This design comes from an exercise in tuning for small area on the open sky130 flow, not from production work.
Function was checked by simulation only, so behaviour that the tests miss may differ from the original.

==> trial 57 <==
==> flow/design.v <==
package bridge_pkg;
	localparam int clks_per_bit = 16;
	localparam int baud_cnt_w = $clog2(clks_per_bit);
	localparam logic [baud_cnt_w-1:0] baud_last = baud_cnt_w'(clks_per_bit - 1);
	localparam logic [baud_cnt_w-1:0] baud_half = baud_cnt_w'(clks_per_bit / 2 - 1);
	localparam int flash_depth = 256;
	localparam int flash_busy_cycles = 4;
	localparam int busy_cnt_w = $clog2(flash_busy_cycles + 1);
	localparam logic [busy_cnt_w-1:0] busy_last = busy_cnt_w'(flash_busy_cycles);
	localparam logic [7:0] cmd_write = 8'h57;
	localparam logic [7:0] cmd_erase = 8'h45;
	localparam logic [7:0] cmd_read = 8'h52;
	localparam logic [7:0] reply_bad = 8'h3F;
	typedef struct packed {
		logic       cyc;
		logic       stb;
		logic       we;
		logic       erase;
		logic [7:0] adr;
		logic [7:0] dat;
	} wb_m2s_t;
	typedef struct packed {
		logic       ack;
		logic [7:0] dat;
	} wb_s2m_t;
	typedef struct packed {
		logic [7:0] cmd;
		logic [7:0] addr;
		logic [7:0] data;
	} frame_t;
endpackage
`timescale 1ns/1ps
module uart_rx (
	input  logic       CLK_50MHZ,
	input  logic       RST,
	input  logic       rxd,
	output logic [7:0] rx_byte,
	output logic       rx_valid
);
	typedef enum logic [1:0] {st_idle, st_start, st_data, st_stop} rx_state_t;
	rx_state_t state;
	logic rx_meta;
	logic rx_sync;
	logic [bridge_pkg::baud_cnt_w-1:0] cnt;
	logic [2:0] bit_idx;
	always_ff @(posedge CLK_50MHZ) begin
		if (RST) begin
			rx_meta <= 1'b1;
			rx_sync <= 1'b1;
		end else begin
			rx_meta <= rxd;
			rx_sync <= rx_meta;
		end
	end
	always_ff @(posedge CLK_50MHZ) begin
		if (RST) begin
			state <= st_idle;
			cnt <= '0;
			bit_idx <= '0;
			rx_valid <= 1'b0;
		end else begin
			rx_valid <= 1'b0;
			case (state)
				st_idle: begin
					cnt <= '0;
					bit_idx <= '0;
					if (!rx_sync)
						state <= st_start;
				end
				st_start: begin
					if (cnt == bridge_pkg::baud_half) begin
						cnt <= '0;
						state <= rx_sync ? st_idle : st_data;
					end else begin
						cnt <= cnt + 1'b1;
					end
				end
				st_data: begin
					if (cnt == bridge_pkg::baud_last) begin
						cnt <= '0;
						rx_byte <= {rx_sync, rx_byte[7:1]};
						bit_idx <= bit_idx + 1'b1;
						if (bit_idx == 3'd7)
							state <= st_stop;
					end else begin
						cnt <= cnt + 1'b1;
					end
				end
				st_stop: begin
					if (cnt == bridge_pkg::baud_last) begin
						cnt <= '0;
						state <= st_idle;
						rx_valid <= rx_sync;
					end else begin
						cnt <= cnt + 1'b1;
					end
				end
				default: state <= st_idle;
			endcase
		end
	end
endmodule
`timescale 1ns/1ps
module uart_tx (
	input  logic       CLK_50MHZ,
	input  logic       RST,
	input  logic [7:0] tx_byte,
	input  logic       tx_start,
	output logic       txd,
	output logic       tx_busy
);
	logic [9:0] shift_q;
	logic [bridge_pkg::baud_cnt_w-1:0] cnt;
	logic [3:0] bit_idx;
	always_ff @(posedge CLK_50MHZ) begin
		if (RST) begin
			shift_q <= '1;
			tx_busy <= 1'b0;
			cnt <= '0;
			bit_idx <= '0;
		end else if (!tx_busy) begin
			if (tx_start) begin
				shift_q <= {1'b1, tx_byte, 1'b0};
				tx_busy <= 1'b1;
				cnt <= '0;
				bit_idx <= '0;
			end
		end else if (cnt == bridge_pkg::baud_last) begin
			cnt <= '0;
			shift_q <= {1'b1, shift_q[9:1]};
			if (bit_idx == 4'd9)
				tx_busy <= 1'b0;
			else
				bit_idx <= bit_idx + 1'b1;
		end else begin
			cnt <= cnt + 1'b1;
		end
	end
	assign txd = shift_q[0];
endmodule
`timescale 1ns/1ps
module uart_flash_bridge (
	input  logic CLK_50MHZ,
	input  logic RST,
	input  logic rs_rxd,
	output logic rs_txd
);
	logic [7:0] rx_byte;
	logic rx_valid;
	logic [7:0] tx_byte;
	logic tx_start;
	logic tx_busy;
	uart_rx uart_rx_inst (
		.CLK_50MHZ(CLK_50MHZ),
		.RST(RST),
		.rxd(rs_rxd),
		.rx_byte(rx_byte),
		.rx_valid(rx_valid)
	);
	uart_tx uart_tx_inst (
		.CLK_50MHZ(CLK_50MHZ),
		.RST(RST),
		.tx_byte(tx_byte),
		.tx_start(tx_start),
		.txd(rs_txd),
		.tx_busy(tx_busy)
	);
	logic [2047:0] ring;
	logic [7:0] pos;
	logic clr;
	localparam logic [1:0] st_cmd = 2'd0, st_addr = 2'd1, st_data = 2'd2, st_match = 2'd3;
	localparam logic [1:0] op_bad = 2'd0, op_read = 2'd1, op_write = 2'd2, op_erase = 2'd3;
	logic [1:0] state;
	logic [1:0] op;
	logic [7:0] addr;
	logic [7:0] head;
	logic [7:0] new_val;
	logic [7:0] tail;
	logic go;
	assign head = ring[7:0];
	assign go = (state == st_match) && !tx_busy && (pos == addr);
	assign new_val = (op == op_erase) ? 8'hFF : (op == op_write) ? (head & rx_byte) : head;
	assign tail = clr ? 8'hFF : go ? new_val : head;
	always_ff @(posedge CLK_50MHZ) begin
		ring <= {tail, ring[2047:8]};
	end
	always_ff @(posedge CLK_50MHZ) begin
		if (RST) begin
			pos <= '0;
			clr <= 1'b1;
		end else begin
			pos <= pos + 1'b1;
			if (pos == 8'hFF)
				clr <= 1'b0;
		end
	end
	always_ff @(posedge CLK_50MHZ) begin
		if (RST) begin
			state <= st_cmd;
		end else begin
			case (state)
				st_cmd: if (rx_valid) state <= st_addr;
				st_addr: if (rx_valid) state <= st_data;
				st_data: if (rx_valid) state <= st_match;
				default: if (go) state <= st_cmd;
			endcase
		end
	end
	always_ff @(posedge CLK_50MHZ) begin
		if (state == st_cmd && rx_valid)
			op <= (rx_byte == bridge_pkg::cmd_write) ? op_write :
				(rx_byte == bridge_pkg::cmd_erase) ? op_erase :
				(rx_byte == bridge_pkg::cmd_read) ? op_read : op_bad;
		if (state == st_addr && rx_valid)
			addr <= rx_byte;
	end
	assign tx_start = (state == st_data) ? rx_valid : go;
	assign tx_byte = (state == st_data) ? addr : (op == op_bad) ? bridge_pkg::reply_bad : new_val;
endmodule
==> flow/run.sh <==
#!/bin/bash
# synth_recipe.tcl (not shown) runs the flow's synth.tcl, then flattens the netlist and writes it again
# the make line also repeats each setting of config.mk as NAME=value (left out here)
make -C /OpenROAD-flow-scripts/flow DESIGN_CONFIG=/design/flow/config.mk WORK_HOME=/design/flow/orfs CLKGATE_MAP_FILE= SYNTH_SCRIPT=/design/flow/synth_recipe.tcl finish
==> flow/config.mk <==
export PLATFORM = sky130hd
export DESIGN_NAME = uart_flash_bridge
export DESIGN_NICKNAME = uart_flash_bridge
export VERILOG_FILES = /design/flow/design.v
export SDC_FILE = /design/flow/constraint.sdc
export NUM_CORES = 4
export LEC_CHECK = 0
export CAP_MARGIN = 20
export CORE_MARGIN = 2
export CORE_UTILIZATION = 40
export SLEW_MARGIN = 20
==> flow/constraint.sdc <==
create_clock -name core_clock -period 20.0 [get_ports {CLK_50MHZ}]
set_input_delay 4.0000 -clock core_clock [delete_from_list [all_inputs] [get_ports {CLK_50MHZ}]]
set_output_delay 4.0000 -clock core_clock [all_outputs]
set_load 0.01 [all_outputs]
==> build 30 (differences from trial 57) <==
==> flow/design.v (replaced) <==
package bridge_pkg;
	localparam int clks_per_bit = 16;
	localparam int baud_cnt_w = $clog2(clks_per_bit);
	localparam logic [baud_cnt_w-1:0] baud_last = baud_cnt_w'(clks_per_bit - 1);
	localparam logic [baud_cnt_w-1:0] baud_half = baud_cnt_w'(clks_per_bit / 2 - 1);
	localparam int flash_depth = 256;
	localparam int flash_busy_cycles = 4;
	localparam int busy_cnt_w = $clog2(flash_busy_cycles + 1);
	localparam logic [busy_cnt_w-1:0] busy_last = busy_cnt_w'(flash_busy_cycles);
	localparam logic [7:0] cmd_write = 8'h57;
	localparam logic [7:0] cmd_erase = 8'h45;
	localparam logic [7:0] cmd_read = 8'h52;
	localparam logic [7:0] reply_bad = 8'h3F;
	typedef struct packed {
		logic       cyc;
		logic       stb;
		logic       we;
		logic       erase;
		logic [7:0] adr;
		logic [7:0] dat;
	} wb_m2s_t;
	typedef struct packed {
		logic       ack;
		logic [7:0] dat;
	} wb_s2m_t;
	typedef struct packed {
		logic [7:0] cmd;
		logic [7:0] addr;
		logic [7:0] data;
	} frame_t;
endpackage
`timescale 1ns/1ps
module uart_flash_bridge (
	input  logic CLK_50MHZ,
	input  logic RST,
	input  logic rs_rxd,
	output logic rs_txd
);
	localparam logic [1:0] op_bad = 2'd0, op_read = 2'd1, op_write = 2'd2, op_erase = 2'd3;
	logic rx_meta;
	logic rx_sync;
	logic [2047:0] ring;
	logic [7:0] pos;
	logic clr;
	logic tick;
	logic [1:0] fb;
	logic [4:0] bc;
	logic [1:0] op;
	logic [7:0] addr;
	logic [7:0] rxsh;
	logic replying;
	logic go;
	logic [7:0] head;
	logic [7:0] new_val;
	logic [7:0] tail;
	assign tick = (pos[3:0] == 4'h8);
	assign replying = (fb == 2'd3);
	assign head = ring[7:0];
	assign go = replying && (bc == 5'd0) && (pos == addr);
	assign new_val = (op == op_erase) ? 8'hFF : (op == op_write) ? (head & rxsh) : head;
	assign tail = clr ? 8'hFF : go ? new_val : head;
	always_ff @(posedge CLK_50MHZ) begin
		rx_meta <= rs_rxd;
		if (RST)
			rx_sync <= 1'b1;
		else
			rx_sync <= rx_meta;
	end
	always_ff @(posedge CLK_50MHZ) begin
		ring <= {tail, ring[2047:8]};
	end
	logic [3:0] lo_next;
	logic [3:0] hi_next;
	assign lo_next = {pos[2:0], pos[3] ^ pos[0] ^ (pos[2:0] == 3'd0)};
	assign hi_next = {pos[6:4], pos[7] ^ pos[4] ^ (pos[6:4] == 3'd0)};
	always_ff @(posedge CLK_50MHZ) begin
		if (RST) begin
			pos <= '0;
			clr <= 1'b1;
		end else begin
			pos[3:0] <= lo_next;
			if (tick)
				pos[7:4] <= hi_next;
			if (pos == 8'h88)
				clr <= 1'b0;
		end
	end
	always_ff @(posedge CLK_50MHZ) begin
		if (RST) begin
			fb <= 2'd0;
			bc <= 5'd0;
		end else if (replying) begin
			if (go)
				bc <= 5'd6;
			else if (tick && bc != 5'd0) begin
				bc <= bc + 1'b1;
				if (bc == 5'd31)
					fb <= 2'd0;
			end
		end else if (tick) begin
			if (bc == 5'd0) begin
				if (!rx_sync)
					bc <= 5'd8;
			end else if (bc == 5'd16) begin
				bc <= 5'd0;
				if (rx_sync)
					fb <= fb + 1'b1;
			end else begin
				bc <= bc + 1'b1;
			end
		end
	end
	always_ff @(posedge CLK_50MHZ) begin
		if (go)
			rxsh <= (op == op_bad) ? bridge_pkg::reply_bad : new_val;
		else if (tick && bc[3])
			rxsh <= {rx_sync, rxsh[7:1]};
	end
	always_ff @(posedge CLK_50MHZ) begin
		if (replying) begin
			if (tick && bc[3])
				addr <= {rxsh[0], addr[7:1]};
		end else if (tick && bc == 5'd16 && rx_sync && fb == 2'd1) begin
			addr <= rxsh;
		end
	end
	always_ff @(posedge CLK_50MHZ) begin
		if (!replying && tick && bc == 5'd16 && rx_sync && fb == 2'd0)
			op <= (rxsh == bridge_pkg::cmd_write) ? op_write :
				(rxsh == bridge_pkg::cmd_erase) ? op_erase :
				(rxsh == bridge_pkg::cmd_read) ? op_read : op_bad;
	end
	assign rs_txd = !replying || (bc[3] ? addr[0] : (bc[2:0] != 3'd7));
endmodule
==> flow/flow/run.sh (new file) <==
#!/bin/bash
# Standard layout, with clock tree synthesis given its own arguments: 4x
# buffers in clusters of up to 14 flip-flops and no dummy loads.
set -euo pipefail
CTS="-sink_clustering_enable -repair_clock_nets -buf_list sky130_fd_sc_hd__buf_4 -sink_clustering_size 14 -sink_clustering_max_diameter 40 -dont_use_dummy_load"
bash standard.sh "CTS_ARGS=$CTS" finish > standard_flow.log 2>&1
==> flow/standard.sh (new file) <==
#!/bin/bash
# synth_recipe.tcl (not shown) runs the flow's synth.tcl, then flattens the netlist and writes it again
# the make line also repeats each setting of config.mk as NAME=value (left out here)
make -C /OpenROAD-flow-scripts/flow DESIGN_CONFIG=/design/flow/config.mk WORK_HOME=/design/flow/orfs CLKGATE_MAP_FILE= SYNTH_SCRIPT=/design/flow/synth_recipe.tcl "${@:-finish}"
PLACE_DENSITY = 0.8   (was unset)
removed: flow/run.sh
==> build 12 (differences from trial 57) <==
==> flow/design.v (replaced) <==
package bridge_pkg;
	localparam int clks_per_bit = 16;
	localparam int baud_cnt_w = $clog2(clks_per_bit);
	localparam logic [baud_cnt_w-1:0] baud_last = baud_cnt_w'(clks_per_bit - 1);
	localparam logic [baud_cnt_w-1:0] baud_half = baud_cnt_w'(clks_per_bit / 2 - 1);
	localparam int flash_depth = 256;
	localparam int flash_busy_cycles = 4;
	localparam int busy_cnt_w = $clog2(flash_busy_cycles + 1);
	localparam logic [busy_cnt_w-1:0] busy_last = busy_cnt_w'(flash_busy_cycles);
	localparam logic [7:0] cmd_write = 8'h57;
	localparam logic [7:0] cmd_erase = 8'h45;
	localparam logic [7:0] cmd_read = 8'h52;
	localparam logic [7:0] reply_bad = 8'h3F;
	typedef struct packed {
		logic       cyc;
		logic       stb;
		logic       we;
		logic       erase;
		logic [7:0] adr;
		logic [7:0] dat;
	} wb_m2s_t;
	typedef struct packed {
		logic       ack;
		logic [7:0] dat;
	} wb_s2m_t;
	typedef struct packed {
		logic [7:0] cmd;
		logic [7:0] addr;
		logic [7:0] data;
	} frame_t;
endpackage
`timescale 1ns/1ps
module uart_flash_bridge (
	input  logic CLK_50MHZ,
	input  logic RST,
	input  logic rs_rxd,
	output logic rs_txd
);
	localparam logic [1:0] op_bad = 2'd0, op_read = 2'd1, op_write = 2'd2, op_erase = 2'd3;
	logic rx_meta;
	logic rx_sync;
	logic [2047:0] ring;
	logic [7:0] pos;
	logic clr;
	logic tick;
	logic [1:0] fb;
	logic [4:0] bc;
	logic [1:0] op;
	logic [7:0] addr;
	logic [7:0] rxsh;
	logic replying;
	logic go;
	logic [7:0] head;
	logic [7:0] new_val;
	logic [7:0] tail;
	logic [15:0] tx_bits;
	assign tick = (pos[3:0] == 4'hF);
	assign replying = (fb == 2'd3);
	assign head = ring[7:0];
	assign go = replying && (bc == 5'd0) && (pos == addr);
	assign new_val = (op == op_erase) ? 8'hFF : (op == op_write) ? (head & rxsh) : head;
	assign tail = clr ? 8'hFF : go ? new_val : head;
	always_ff @(posedge CLK_50MHZ) begin
		if (RST) begin
			rx_meta <= 1'b1;
			rx_sync <= 1'b1;
		end else begin
			rx_meta <= rs_rxd;
			rx_sync <= rx_meta;
		end
	end
	always_ff @(posedge CLK_50MHZ) begin
		ring <= {tail, ring[2047:8]};
	end
	always_ff @(posedge CLK_50MHZ) begin
		if (RST) begin
			pos <= '0;
			clr <= 1'b1;
		end else begin
			pos <= pos + 1'b1;
			if (pos == 8'hFF)
				clr <= 1'b0;
		end
	end
	always_ff @(posedge CLK_50MHZ) begin
		if (RST) begin
			fb <= 2'd0;
			bc <= 5'd0;
		end else if (replying) begin
			if (go)
				bc <= 5'd6;
			else if (tick && bc != 5'd0) begin
				bc <= bc + 1'b1;
				if (bc == 5'd31)
					fb <= 2'd0;
			end
		end else if (tick) begin
			if (bc == 5'd0) begin
				if (!rx_sync)
					bc <= 5'd8;
			end else if (bc == 5'd16) begin
				bc <= 5'd0;
				if (rx_sync)
					fb <= fb + 1'b1;
			end else begin
				bc <= bc + 1'b1;
			end
		end
	end
	always_ff @(posedge CLK_50MHZ) begin
		if (go)
			rxsh <= (op == op_bad) ? bridge_pkg::reply_bad : new_val;
		else if (!replying && tick && bc[4:3] == 2'b01)
			rxsh <= {rx_sync, rxsh[7:1]};
	end
	always_ff @(posedge CLK_50MHZ) begin
		if (!replying && tick && bc == 5'd16 && rx_sync) begin
			if (fb == 2'd0)
				op <= (rxsh == bridge_pkg::cmd_write) ? op_write :
					(rxsh == bridge_pkg::cmd_erase) ? op_erase :
					(rxsh == bridge_pkg::cmd_read) ? op_read : op_bad;
			if (fb == 2'd1)
				addr <= rxsh;
		end
	end
	assign tx_bits = {rxsh, addr};
	assign rs_txd = !replying || (bc[3] ? tx_bits[{bc[4], bc[2:0]}] : (bc[2:0] != 3'd7));
endmodule
CTS_BUF_LIST = sky130_fd_sc_hd__clkbuf_4   (was unset)
CTS_CLUSTER_DIAMETER = 40   (was unset)
CTS_CLUSTER_SIZE = 12   (was unset)
==> qor.csv <==
metric;value;unit
status;complete, no violations;
taps;1403;
die_w;332;um
clkPwrFrac;29.9;%
fin_total_pwr;5930;uW
final_core_util;43.8;%
cts.sinks;2084;
hpwl;20300;um
internal_power;4770;uW
path_cells;mux4_2, mux4_2, nand2_1, o211ai_1, clkdlybuf4s50_1;
gp_congestion;0.781;
use_met2;10.8;%
crit-reg2reg-launch;bc[0];
layout-drive-gt1-share;10.2;%
cts.clk_slew.worst_paths;0.11;ns
# the run above: build 12

==> qor.csv <==
metric;value;unit
status;complete, no violations;
clkPwrFrac;26.6;%
path_cells;ha_1, o211ai_1, clkdlybuf4s50_1;
hpwl;22000;um
cts.sinks;2084;
gp_congestion;0.705;
crit-reg2reg-launch;bc[0];
use_met2;10.3;%
largest_reg_flops;2048;
fin_total_pwr;5670;uW
final_core_util;43.1;%
cts.clk_slew.worst_paths;0.11;ns
timing.final.crit_share;32.6;%
# the run above: build 30

==> qor.csv <==
metric;value;unit
layout-drive-gt1-share;11.1;%
hpwl;21600;um
fin_total_pwr;7690;uW
clkPwrFrac;45.3;%
internal_power;6270;uW
gp_congestion;0.724;
status;complete, no violations;
worstSetupEndpointType;primary output;
cts.sinks;2107;
use_met2;11.5;%
# the run above: trial 57

[separate check: timing with driven ports]
The flow's constraints put no driver on any port. The routed layouts listed below were extracted and timed again, unchanged, in two steps.
Step 1: set_driving_cell puts a clkbuf_16 on CLK_50MHZ and a buf_2 on each other input, an assumption about the parent block.
Step 2 times the ports against the registers' clock, not the clock port: input delays grow and output delays shrink by t, the midpoint of the rising clock arrivals with the driver on.
a / b / c = ideal ports / drivers / drivers and shift; a / b = the first two.
| run | t, ns | setup WS [ns] | cell pins on the clock port's net |
|---|---|---|---|
| trial 57 | 0.786 | 14.361 / 14.300 / 13.899 | 1 |
| build 30 | 0.883 | 13.477 / 13.426 / 14.310 | 1 |
| build 12 | 1.097 | 12.635 / 12.576 / 13.673 | 1 |
After both steps setup and hold are still met in every run listed. For trial 57, which loses most, drivers alone change the setup slack by -0.061 ns; drivers and shift together by -0.462 ns.
